This is an optimization exercise on Yosys and OpenROAD, whose aim is small area, a short achievable clock period and few clock cycles per item, not a production implementation.
In this exercise RTL edits were held to simulation tests only and were not proved equivalent to the original.
Power figures rest on the tool's default switching activity, not on a simulated workload.

==> inputs of yarrow <==
## linear_chirp_period_generator
module linear_chirp_period_generator #(
  parameter int TIMER_CLOCK_HZ = 168000000,
  parameter int STEP_US        = 10
) (
  input  logic                          clk,
  input  logic                          rst_n,
  input  logic                          cfg_we,
  input  lcpg_pkg::cfg_idx_t            cfg_index,
  input  logic [lcpg_pkg::FREQ_W-1:0]   cfg_data,
  input  logic                          in_valid,
  output logic                          in_stall,
  input  logic                          in_restart,
  output logic                          out_valid,
  input  logic                          out_stall,
  output logic [lcpg_pkg::RELOAD_W-1:0] out_reload_value,
  output logic [lcpg_pkg::RELOAD_W-2:0] out_compare_value,
  output logic [lcpg_pkg::IDX_W-1:0]    out_step_number,
  output logic                          out_last_step
);
Settings: LEC_CHECK=0, CAP_MARGIN=20, CORE_MARGIN=2, CORE_UTILIZATION=40, SETUP_SLACK_MARGIN=4.0, SLEW_MARGIN=20; clock period 7.0 ns.
run.sh (not shown) runs the stock make flow with config.mk's settings and CLKGATE_MAP_FILE= SYNTH_SCRIPT=/design/flow/synth_recipe.tcl, a recipe that flattens the netlist after the stock synthesis.
==> fjord: changes against yarrow <==
--- a/flow/design.v
+++ b/flow/design.v
@@ -130,15 +130,15 @@
   output logic [lcpg_pkg::RELOAD_W-2:0] out_compare_value,
   output logic [lcpg_pkg::IDX_W-1:0]    out_step_number,
   output logic                          out_last_step
 );
   localparam int NQ   = 16;
   localparam int CK_W = $clog2(TIMER_CLOCK_HZ + 1);
   localparam logic [CK_W-1:0] CK = CK_W'(TIMER_CLOCK_HZ);
-  localparam logic [NQ-1:0] CUT_K = 16'h7FFF;
+  localparam logic [NQ-1:0] CUT_K = 16'h2AAA;
   localparam int SB   = 1;
   localparam int SQ   = 13;
   localparam int SU_N = (SQ + SB - 1) / SB;
   localparam int G_W  = DUR_W;
   localparam int C_LOAD = 1;
   localparam int C_DIV0 = 2;
   localparam int C_FIN  = C_DIV0 + SU_N;
--- a/flow/config.mk
+++ b/flow/config.mk
@@ -4,9 +4,9 @@
 export VERILOG_FILES = /design/flow/design.v
 export SDC_FILE = /design/flow/constraint.sdc
 export NUM_CORES = 4
 export LEC_CHECK = 0
 export CAP_MARGIN = 20
 export CORE_MARGIN = 2
 export CORE_UTILIZATION = 40
-export SETUP_SLACK_MARGIN = 4.0
+export SETUP_SLACK_MARGIN = 3.5
 export SLEW_MARGIN = 20
==> amber: changes against yarrow <==
--- a/flow/design.v
+++ b/flow/design.v
@@ -26,27 +26,25 @@
     ST_PUSH
   } state_t;
 endpackage
 `timescale 1ns / 1ps
 module lcpg_div #(
   parameter int W = 21
 ) (
-  input  logic [W-1:0] a,
-  input  logic [W-1:0] b,
-  output logic [W-1:0] d,
+  input  logic [W-1:0] t,
+  input  logic [W-1:0] f,
+  output logic [W-1:0] r,
   output logic         ge
 );
   localparam int LV = $clog2(W);
-  logic [W-1:0] g, p;
   logic [W-1:0] gl [0:LV];
   logic [W-1:0] pl [0:LV];
-  assign g = a & ~b;
-  assign p = ~(a ^ b);
-  assign gl[0] = {g[W-1:1], g[0] | p[0]};
-  assign pl[0] = {p[W-1:1], 1'b0};
+  logic [W-1:0] bin;
+  assign gl[0] = ~t & f;
+  assign pl[0] = ~t | f;
   genvar l, i;
   generate
     for (l = 0; l < LV; l++) begin : g_lv
       for (i = 0; i < W; i++) begin : g_bit
         if (((i >> l) & 1) == 1) begin : g_op
           localparam int J = ((i >> l) << l) - 1;
           assign gl[l+1][i] = gl[l][i] | (pl[l][i] & gl[l][J]);
@@ -54,16 +52,17 @@
         end else begin : g_pass
           assign gl[l+1][i] = gl[l][i];
           assign pl[l+1][i] = pl[l][i];
         end
       end
     end
   endgenerate
-  assign d  = {p[W-1:1] ^ gl[LV][W-2:0], ~p[0]};
-  assign ge = gl[LV][W-1];
+  assign bin = {gl[LV][W-2:0], 1'b0};
+  assign ge  = ~gl[LV][W-1];
+  assign r   = t ^ ({W{ge}} & (f ^ bin));
 endmodule
 `timescale 1ns / 1ps
 import lcpg_pkg::*;
 module lcpg_mul (
   input  logic                        clk,
   input  logic                        rst_n,
   input  logic                        start,
@@ -130,22 +129,23 @@
   output logic [lcpg_pkg::RELOAD_W-2:0] out_compare_value,
   output logic [lcpg_pkg::IDX_W-1:0]    out_step_number,
   output logic                          out_last_step
 );
   localparam int NQ   = 16;
   localparam int CK_W = $clog2(TIMER_CLOCK_HZ + 1);
   localparam logic [CK_W-1:0] CK = CK_W'(TIMER_CLOCK_HZ);
-  localparam logic [NQ-1:0] CUT_K = 16'h7FFF;
+  localparam logic [NQ-1:0] CUT_K = 16'h2AAA;
   localparam int SB   = 1;
   localparam int SQ   = 13;
   localparam int SU_N = (SQ + SB - 1) / SB;
   localparam int G_W  = DUR_W;
   localparam int C_LOAD = 1;
   localparam int C_DIV0 = 2;
-  localparam int C_FIN  = C_DIV0 + SU_N;
+  localparam int C_HRN  = C_DIV0 + SU_N;
+  localparam int C_FIN  = C_HRN + 1;
   localparam logic [FREQ_W-1:0] FMIN = FREQ_W'(FREQ_MIN_HZ);
   localparam logic [FREQ_W-1:0] FMAX = FREQ_W'(FREQ_MAX_HZ);
   function automatic int rem_w(input int i);
     rem_w = FREQ_W;
     for (int b = FREQ_W; b >= 1; b--) begin
       if ((TIMER_CLOCK_HZ >> i) < (1 << b)) rem_w = b;
     end
@@ -220,20 +220,20 @@
   logic [FREQ_W-1:0] hz_add, hz_acc;
   logic [G_W+1:0]    g_fin;
   assign sd_r[0] = g_r;
   genvar k;
   generate
     for (k = 0; k < SB; k++) begin : g_sd
       logic [G_W:0] t;
-      logic [G_W:0] d;
+      logic [G_W:0] rn;
       logic         ge;
       assign t = {sd_r[k], delta_r[SQ-1-k]};
-      lcpg_div #(.W(G_W + 1)) u_sub (.a(t), .b({1'b0, duration_r}), .d(d), .ge(ge));
+      lcpg_div #(.W(G_W + 1)) u_sub (.t(t), .f({1'b0, duration_r}), .r(rn), .ge(ge));
       assign sd_q[SB-1-k] = ge;
-      assign sd_r[k+1]    = ge ? d[G_W-1:0] : t[G_W-1:0];
+      assign sd_r[k+1]    = rn[G_W-1:0];
     end
   endgenerate
   always_comb begin
     hz_add = '0;
     for (int b = 0; b < SB; b++) begin
       if (delta_r[b]) hz_add = hz_add + (x_r << b);
     end
@@ -276,17 +276,19 @@
   end
   always_ff @(posedge clk) begin
     if (su_busy_r) begin
       if (su_cnt_r == 5'(C_LOAD)) begin
         g_r     <= G_W'(diff_c >> SQ);
         delta_r <= IDX_W'(diff_c[SQ-1:0]);
         f_r     <= '0;
-      end else if (su_cnt_r == 5'(C_FIN)) begin
-        f_r     <= lo_r + hz_acc;
+      end else if (su_cnt_r == 5'(C_HRN)) begin
+        f_r     <= hz_acc;
         delta_r <= IDX_W'(delta_r[SQ-1:0]) * IDX_W'(STEP_US);
+      end else if (su_cnt_r == 5'(C_FIN)) begin
+        f_r     <= lo_r + f_r;
         g_r     <= g_fin[G_W-1:0];
       end else if (su_cnt_r != 5'd0) begin
         g_r     <= sd_r[SB];
         delta_r <= {delta_r[IDX_W-SB-1:0], sd_q};
         f_r     <= (su_cnt_r == 5'(C_DIV0)) ? '0 : hz_acc;
       end
     end else if (consume) begin
@@ -334,17 +336,17 @@
       localparam int RW = rem_w(BI);
       logic [FREQ_W:0]   t;
       logic [FREQ_W:0]   d;
       logic              ge;
       logic [FREQ_W-1:0] rn;
       logic [NQ-1:0]     qn;
       assign t = {dv_r[k], CK[BI]};
-      lcpg_div #(.W(FREQ_W + 1)) u_sub (.a(t), .b({1'b0, dv_f[k]}), .d(d), .ge(ge));
+      lcpg_div #(.W(FREQ_W + 1)) u_sub (.t(t), .f({1'b0, dv_f[k]}), .r(d), .ge(ge));
       always_comb begin
-        rn = FREQ_W'(RW'(ge ? d[FREQ_W-1:0] : t[FREQ_W-1:0]));
+        rn = FREQ_W'(RW'(d[FREQ_W-1:0]));
         qn = {dv_q[k][NQ-2:0], ge};
       end
       if (CUT_K[k] && (k < NQ - 1)) begin : g_reg
         logic [FREQ_W-1:0] r_q;
         logic [FREQ_W-1:0] f_q;
         logic [NQ-1:0]     q_q;
         logic              v_q, z_q, l_q, h_q;
--- a/flow/config.mk
+++ b/flow/config.mk
@@ -4,9 +4,9 @@
 export VERILOG_FILES = /design/flow/design.v
 export SDC_FILE = /design/flow/constraint.sdc
 export NUM_CORES = 4
 export LEC_CHECK = 0
 export CAP_MARGIN = 20
 export CORE_MARGIN = 2
 export CORE_UTILIZATION = 40
-export SETUP_SLACK_MARGIN = 4.0
+export SETUP_SLACK_MARGIN = 3.2
 export SLEW_MARGIN = 20
==> violet: changes against yarrow <==
--- a/flow/design.v
+++ b/flow/design.v
@@ -135,51 +135,51 @@
   localparam int CK_W = $clog2(TIMER_CLOCK_HZ + 1);
   localparam logic [CK_W-1:0] CK = CK_W'(TIMER_CLOCK_HZ);
   localparam logic [NQ-1:0] CUT_K = 16'h7FFF;
   localparam int SB   = 1;
   localparam int SQ   = 13;
   localparam int SU_N = (SQ + SB - 1) / SB;
   localparam int G_W  = DUR_W;
-  localparam int C_LOAD = 1;
+  localparam int C_DIFF = 1;
   localparam int C_DIV0 = 2;
-  localparam int C_FIN  = C_DIV0 + SU_N;
+  localparam int C_HRN  = C_DIV0 + SU_N;
+  localparam int C_FIN  = C_HRN + 1;
   localparam logic [FREQ_W-1:0] FMIN = FREQ_W'(FREQ_MIN_HZ);
   localparam logic [FREQ_W-1:0] FMAX = FREQ_W'(FREQ_MAX_HZ);
   function automatic int rem_w(input int i);
     rem_w = FREQ_W;
     for (int b = FREQ_W; b >= 1; b--) begin
       if ((TIMER_CLOCK_HZ >> i) < (1 << b)) rem_w = b;
     end
   endfunction
   logic [FREQ_W-1:0] start_freq_r;
   logic [FREQ_W-1:0] stop_freq_r;
   logic [DUR_W-1:0]  duration_r;
   logic              su_busy_r;
   logic [4:0]        su_cnt_r;
   logic [IDX_W-1:0]  i_r;            
-  logic [FREQ_W-1:0] x_r;            
   logic [FREQ_W-1:0] lo_r;           
-  logic [FREQ_W-1:0] hi_r;           
   logic [FREQ_W-1:0] f_r;            
   logic [IDX_W-1:0]  delta_r;        
   logic [G_W-1:0]    g_r;            
   logic              z_r;            
   logic              w_r;            
   logic [1:0]        pq_cnt_r;
   logic              pq0_r, pq1_r;   
-  logic              o_v_r, k_v_r;
-  logic [NQ-1:0]     o_q_r, k_q_r;
-  logic              o_l_r, k_l_r;
-  logic              k_z_r;
+  logic [1:0]        of_cnt_r;
+  logic              of_wp_r, of_rp_r;
+  logic [NQ-1:0]     of_q0_r, of_q1_r;
+  logic              of_l0_r, of_l1_r;
+  logic              of_z0_r, of_z1_r;
   logic [IDX_W-1:0]  step_r;         
   logic              consume;
   logic              in_accept;
   logic              ring_r;
   logic              recirc;
-  logic              ex_write, o_free, ok_full;
+  logic              of_write, of_pop, of_full;
   logic [IDX_W-1:0]  step_inc;
   logic [IDX_W-1:0]  cur_i;
   logic              s_gt_p;
   logic [FREQ_W-1:0] s_lo, p_lo, s_hi, p_hi;
   logic [FREQ_W-1:0] lo_c, hi_c, diff_c;
   logic [FREQ_W:0]   df_t;
   logic [DUR_W-1:0]  dur_c;
@@ -187,41 +187,40 @@
     s_gt_p = start_freq_r > stop_freq_r;
     s_lo   = (start_freq_r <= FMIN) ? FMIN : start_freq_r;
     p_lo   = (stop_freq_r  <= FMIN) ? FMIN : stop_freq_r;
     s_hi   = (start_freq_r >= FMAX) ? FMAX : start_freq_r;
     p_hi   = (stop_freq_r  >= FMAX) ? FMAX : stop_freq_r;
     lo_c   = s_gt_p ? p_lo : s_lo;
     hi_c   = s_gt_p ? s_hi : p_hi;
-    df_t   = {1'b0, hi_r} - {1'b0, lo_r};
+    df_t   = {1'b0, f_r} - {1'b0, lo_r};
     diff_c = df_t[FREQ_W] ? '0 : df_t[FREQ_W-1:0];
     dur_c  = (duration_r <= DUR_W'(DURATION_MIN_US)) ? DUR_W'(DURATION_MIN_US)
                                                      : duration_r;
   end
   always_ff @(posedge clk) begin
     if (!rst_n) begin
       start_freq_r <= FREQ_W'(START_FREQ_RST);
       stop_freq_r  <= FREQ_W'(STOP_FREQ_RST);
       duration_r   <= DUR_W'(DURATION_RST);
-    end else begin
-      if (cfg_we && (cfg_index == CFG_START_FREQ)) start_freq_r <= cfg_data;
-      if (cfg_we && (cfg_index == CFG_STOP_FREQ))  stop_freq_r  <= cfg_data;
-      duration_r <= (cfg_we && (cfg_index == CFG_DURATION)) ? cfg_data[DUR_W-1:0] : dur_c;
+    end else if (cfg_we) begin
+      case (cfg_index)
+        CFG_START_FREQ: start_freq_r <= cfg_data;
+        CFG_STOP_FREQ:  stop_freq_r  <= cfg_data;
+        CFG_DURATION:   duration_r   <= cfg_data[DUR_W-1:0];
+        default:        ;
+      endcase
+    end else if (su_busy_r && (su_cnt_r == 5'd0)) begin
+      duration_r <= dur_c;
     end
   end
-  always_ff @(posedge clk) begin
-    lo_r <= lo_c;
-    hi_r <= hi_c;
-    i_r  <= cur_i;
-    x_r  <= FREQ_W'(i_r) * FREQ_W'(STEP_US);
-  end
   assign step_inc = step_r + IDX_W'(1);
   assign cur_i    = z_r ? '0 : step_inc;
   logic [G_W-1:0]    sd_r [0:SB];
   logic [SB-1:0]     sd_q;
-  logic [FREQ_W-1:0] hz_add, hz_acc;
+  logic [IDX_W-1:0]  hz_add, hz_acc;
   logic [G_W+1:0]    g_fin;
   assign sd_r[0] = g_r;
   genvar k;
   generate
     for (k = 0; k < SB; k++) begin : g_sd
       logic [G_W:0] t;
       logic [G_W:0] d;
@@ -231,26 +230,26 @@
       assign sd_q[SB-1-k] = ge;
       assign sd_r[k+1]    = ge ? d[G_W-1:0] : t[G_W-1:0];
     end
   endgenerate
   always_comb begin
     hz_add = '0;
     for (int b = 0; b < SB; b++) begin
-      if (delta_r[b]) hz_add = hz_add + (x_r << b);
+      if (delta_r[b]) hz_add = hz_add + (i_r << b);
     end
-    hz_acc = (f_r << SB) + hz_add;
-    g_fin  = (G_W+2)'(duration_r) - (G_W+2)'(x_r);
+    hz_acc = (f_r[IDX_W-1:0] << SB) + hz_add;
+    g_fin  = (G_W+2)'(duration_r) - (G_W+2)'(i_r) * (G_W+2)'(STEP_US);
   end
   always_ff @(posedge clk) begin
     if (!rst_n) begin
       su_busy_r <= 1'b1;
       su_cnt_r  <= '0;
     end else if (cfg_we) begin
       su_busy_r <= 1'b1;
-      su_cnt_r  <= (cfg_index == CFG_DURATION) ? 5'(C_LOAD) : 5'd0;
+      su_cnt_r  <= '0;
     end else if (su_busy_r) begin
       su_cnt_r <= su_cnt_r + 5'd1;
       if (su_cnt_r == 5'(C_FIN)) su_busy_r <= 1'b0;
     end
   end
   logic              zero_b, last_b;
   logic [FREQ_W-1:0] f_b;
@@ -262,36 +261,44 @@
     last_b = (g_b < G_W'(2 * STEP_US));
   end
   always_ff @(posedge clk) begin
     if (!rst_n) begin
       z_r <= 1'b1;
       w_r <= 1'b0;
     end else if (su_busy_r) begin
-      if (su_cnt_r == 5'(C_FIN)) begin
-        w_r <= g_fin[G_W+1] || (g_fin < (G_W+2)'(STEP_US));
+      if (su_cnt_r == 5'(C_HRN)) begin
+        w_r <= g_fin[G_W+1];
+      end else if (su_cnt_r == 5'(C_FIN)) begin
+        w_r <= w_r || (g_r < G_W'(STEP_US));
       end
     end else if (consume) begin
       z_r <= last_b;
       w_r <= 1'b0;
     end
   end
   always_ff @(posedge clk) begin
     if (su_busy_r) begin
-      if (su_cnt_r == 5'(C_LOAD)) begin
+      if (su_cnt_r == 5'd0) begin
+        lo_r    <= lo_c;
+        f_r     <= hi_c;
+        i_r     <= cur_i;
+      end else if (su_cnt_r == 5'(C_DIFF)) begin
         g_r     <= G_W'(diff_c >> SQ);
         delta_r <= IDX_W'(diff_c[SQ-1:0]);
         f_r     <= '0;
-      end else if (su_cnt_r == 5'(C_FIN)) begin
-        f_r     <= lo_r + hz_acc;
-        delta_r <= IDX_W'(delta_r[SQ-1:0]) * IDX_W'(STEP_US);
-        g_r     <= g_fin[G_W-1:0];
-      end else if (su_cnt_r != 5'd0) begin
+      end else if (su_cnt_r < 5'(C_HRN)) begin
         g_r     <= sd_r[SB];
         delta_r <= {delta_r[IDX_W-SB-1:0], sd_q};
-        f_r     <= (su_cnt_r == 5'(C_DIV0)) ? '0 : hz_acc;
+        f_r     <= (su_cnt_r == 5'(C_DIV0)) ? '0 : FREQ_W'(hz_acc);
+      end else if (su_cnt_r == 5'(C_HRN)) begin
+        f_r     <= FREQ_W'(hz_acc);
+        g_r     <= g_fin[G_W-1:0];
+      end else begin
+        f_r     <= lo_r + FREQ_W'(f_r[IDX_W-1:0]) * FREQ_W'(STEP_US);
+        delta_r <= IDX_W'(delta_r[SQ-1:0]) * IDX_W'(STEP_US);
       end
     end else if (consume) begin
       f_r <= f_b + FREQ_W'(delta_r);
       g_r <= g_b - G_W'(STEP_US);
     end
   end
   assign in_stall  = pq_cnt_r[1];
@@ -377,55 +384,62 @@
         assign dv_v[k+1] = dv_v[k];
         assign dv_z[k+1] = dv_z[k];
         assign dv_l[k+1] = dv_l[k];
         assign dv_h[k+1] = dv_h[k];
       end
     end
   endgenerate
-  assign ok_full  = o_v_r && k_v_r;
-  assign recirc   = dv_v[NQ] && (ok_full || (ring_r && !dv_h[NQ]));
-  assign ex_write = dv_v[NQ] && !recirc;
+  assign of_full  = of_cnt_r[1];
+  assign recirc   = dv_v[NQ] && (of_full || (ring_r && !dv_h[NQ]));
+  assign of_write = dv_v[NQ] && !recirc;
   always_ff @(posedge clk) begin
     if (!rst_n) begin
       ring_r <= 1'b0;
     end else if (ring_r) begin
-      if (dv_v[NQ] && dv_h[NQ] && !ok_full) ring_r <= 1'b0;
+      if (dv_v[NQ] && dv_h[NQ] && !of_full) ring_r <= 1'b0;
     end else begin
       ring_r <= recirc;
     end
   end
-  logic              o_load;
-  logic              k_load;
-  logic              src_z;
-  assign o_free = !o_v_r || !out_stall;
-  assign o_load = o_free && (k_v_r || ex_write);
-  assign k_load = ex_write && !(o_free && !k_v_r);
-  assign src_z  = k_v_r ? k_z_r : dv_z[NQ];
+  logic new_head, new_head_z;
+  assign out_valid = (of_cnt_r != 2'd0);
+  assign of_pop    = out_valid && !out_stall;
+  always_comb begin
+    if (of_pop) begin
+      new_head   = (of_cnt_r == 2'd2) || of_write;
+      new_head_z = (of_cnt_r == 2'd2) ? (of_rp_r ? of_z0_r : of_z1_r) : dv_z[NQ];
+    end else begin
+      new_head   = (of_cnt_r == 2'd0) && of_write;
+      new_head_z = dv_z[NQ];
+    end
+  end
   always_ff @(posedge clk) begin
     if (!rst_n) begin
-      o_v_r <= 1'b0;
-      k_v_r <= 1'b0;
-    end else if (o_free) begin
-      o_v_r <= k_v_r || ex_write;
-      k_v_r <= k_v_r && ex_write;
+      of_cnt_r <= 2'd0;
+      of_wp_r  <= 1'b0;
+      of_rp_r  <= 1'b0;
     end else begin
-      k_v_r <= k_v_r || ex_write;
+      of_cnt_r <= of_cnt_r + 2'(of_write) - 2'(of_pop);
+      if (of_write) of_wp_r <= ~of_wp_r;
+      if (of_pop)   of_rp_r <= ~of_rp_r;
     end
   end
   always_ff @(posedge clk) begin
-    if (o_load) begin
-      o_q_r  <= k_v_r ? k_q_r : dv_q[NQ];
-      o_l_r  <= k_v_r ? k_l_r : dv_l[NQ];
-      step_r <= src_z ? '0 : step_inc;
-    end
-    if (k_load) begin
-      k_q_r <= dv_q[NQ];
-      k_l_r <= dv_l[NQ];
-      k_z_r <= dv_z[NQ];
+    if (of_write && !of_wp_r) begin
+      of_q0_r <= dv_q[NQ];
+      of_l0_r <= dv_l[NQ];
+      of_z0_r <= dv_z[NQ];
+    end
+    if (of_write && of_wp_r) begin
+      of_q1_r <= dv_q[NQ];
+      of_l1_r <= dv_l[NQ];
+      of_z1_r <= dv_z[NQ];
+    end
+    if (new_head) begin
+      step_r <= new_head_z ? '0 : step_inc;
     end
   end
-  assign out_valid         = o_v_r;
-  assign out_reload_value  = o_q_r;
-  assign out_compare_value = o_q_r[NQ-1:1];
+  assign out_reload_value  = of_rp_r ? of_q1_r : of_q0_r;
+  assign out_compare_value = out_reload_value[NQ-1:1];
   assign out_step_number   = step_r;
-  assign out_last_step     = o_l_r;
+  assign out_last_step     = of_rp_r ? of_l1_r : of_l0_r;
 endmodule
==> summary of the runs <==
Against amber, the core utilization of fjord is lower by 2.1 points.
Of amber and fjord, fjord has the higher power (gap 24%, measured against fjord).
Clock power: amber < fjord < violet < yarrow.
Combinational power: violet < yarrow < amber < fjord.
The lowest via count belongs to fjord, the highest to amber.
The highest die area belongs to violet, the lowest to amber.
Against violet, the final cell count of yarrow is smaller by about 0.23%.
Setup slack, lowest first: amber, fjord, violet, yarrow.
Worst hold slack: amber > violet > fjord > yarrow.
First-iteration DRC count: yarrow < fjord < violet < amber.
Area after synthesis, highest first: violet, yarrow, fjord, amber.
Testbench counts of yarrow, summed over its fixed seeds: cycles 4,864, items 2,688.
Testbench counts of fjord, summed over its fixed seeds: cycles 4,352, items 2,688.
Testbench counts of amber, summed over its fixed seeds: cycles 4,416, items 2,688.
Testbench counts of violet, summed over its fixed seeds: cycles 4,992, items 2,688.

## port drivers added, routing unchanged
No port has a modelled driver above. Below, the same layouts with a new extraction and two added sets of constraints. Step 1 assumes that a clkbuf_16 drives the clock port and a buf_2 every other input. Step 2 adds t to the input delays and takes it off the output delays; t is the mean of the earliest and latest rising clock arrival at the registers after step 1. Input paths then give back, and output paths get back, about the clock's delay inside the block. Three values: ideal, step 1, step 2; two values: the first two.
| run | shift t [ns] | setup WS [ns] | worst hold slack (ns) | slew at the worst register clock pin (ns) |
|---|---|---|---|---|
| yarrow | 0.774 | 2.864 / 2.864 / 2.864 | 0.307 / 0.307 / 0.307 | 0.06 / 0.06 |
| fjord | 0.694 | 1.716 / 1.716 / 1.716 | 0.308 / 0.308 / 0.308 | 0.06 / 0.06 |
| amber | 0.684 | 1.337 / 1.337 / 1.337 | 0.321 / 0.321 / 0.321 | 0.07 / 0.07 |
| violet | 0.751 | 2.713 / 2.713 / 2.713 | 0.318 / 0.318 / 0.318 | 0.06 / 0.06 |
After both steps every run listed still meets setup and hold.
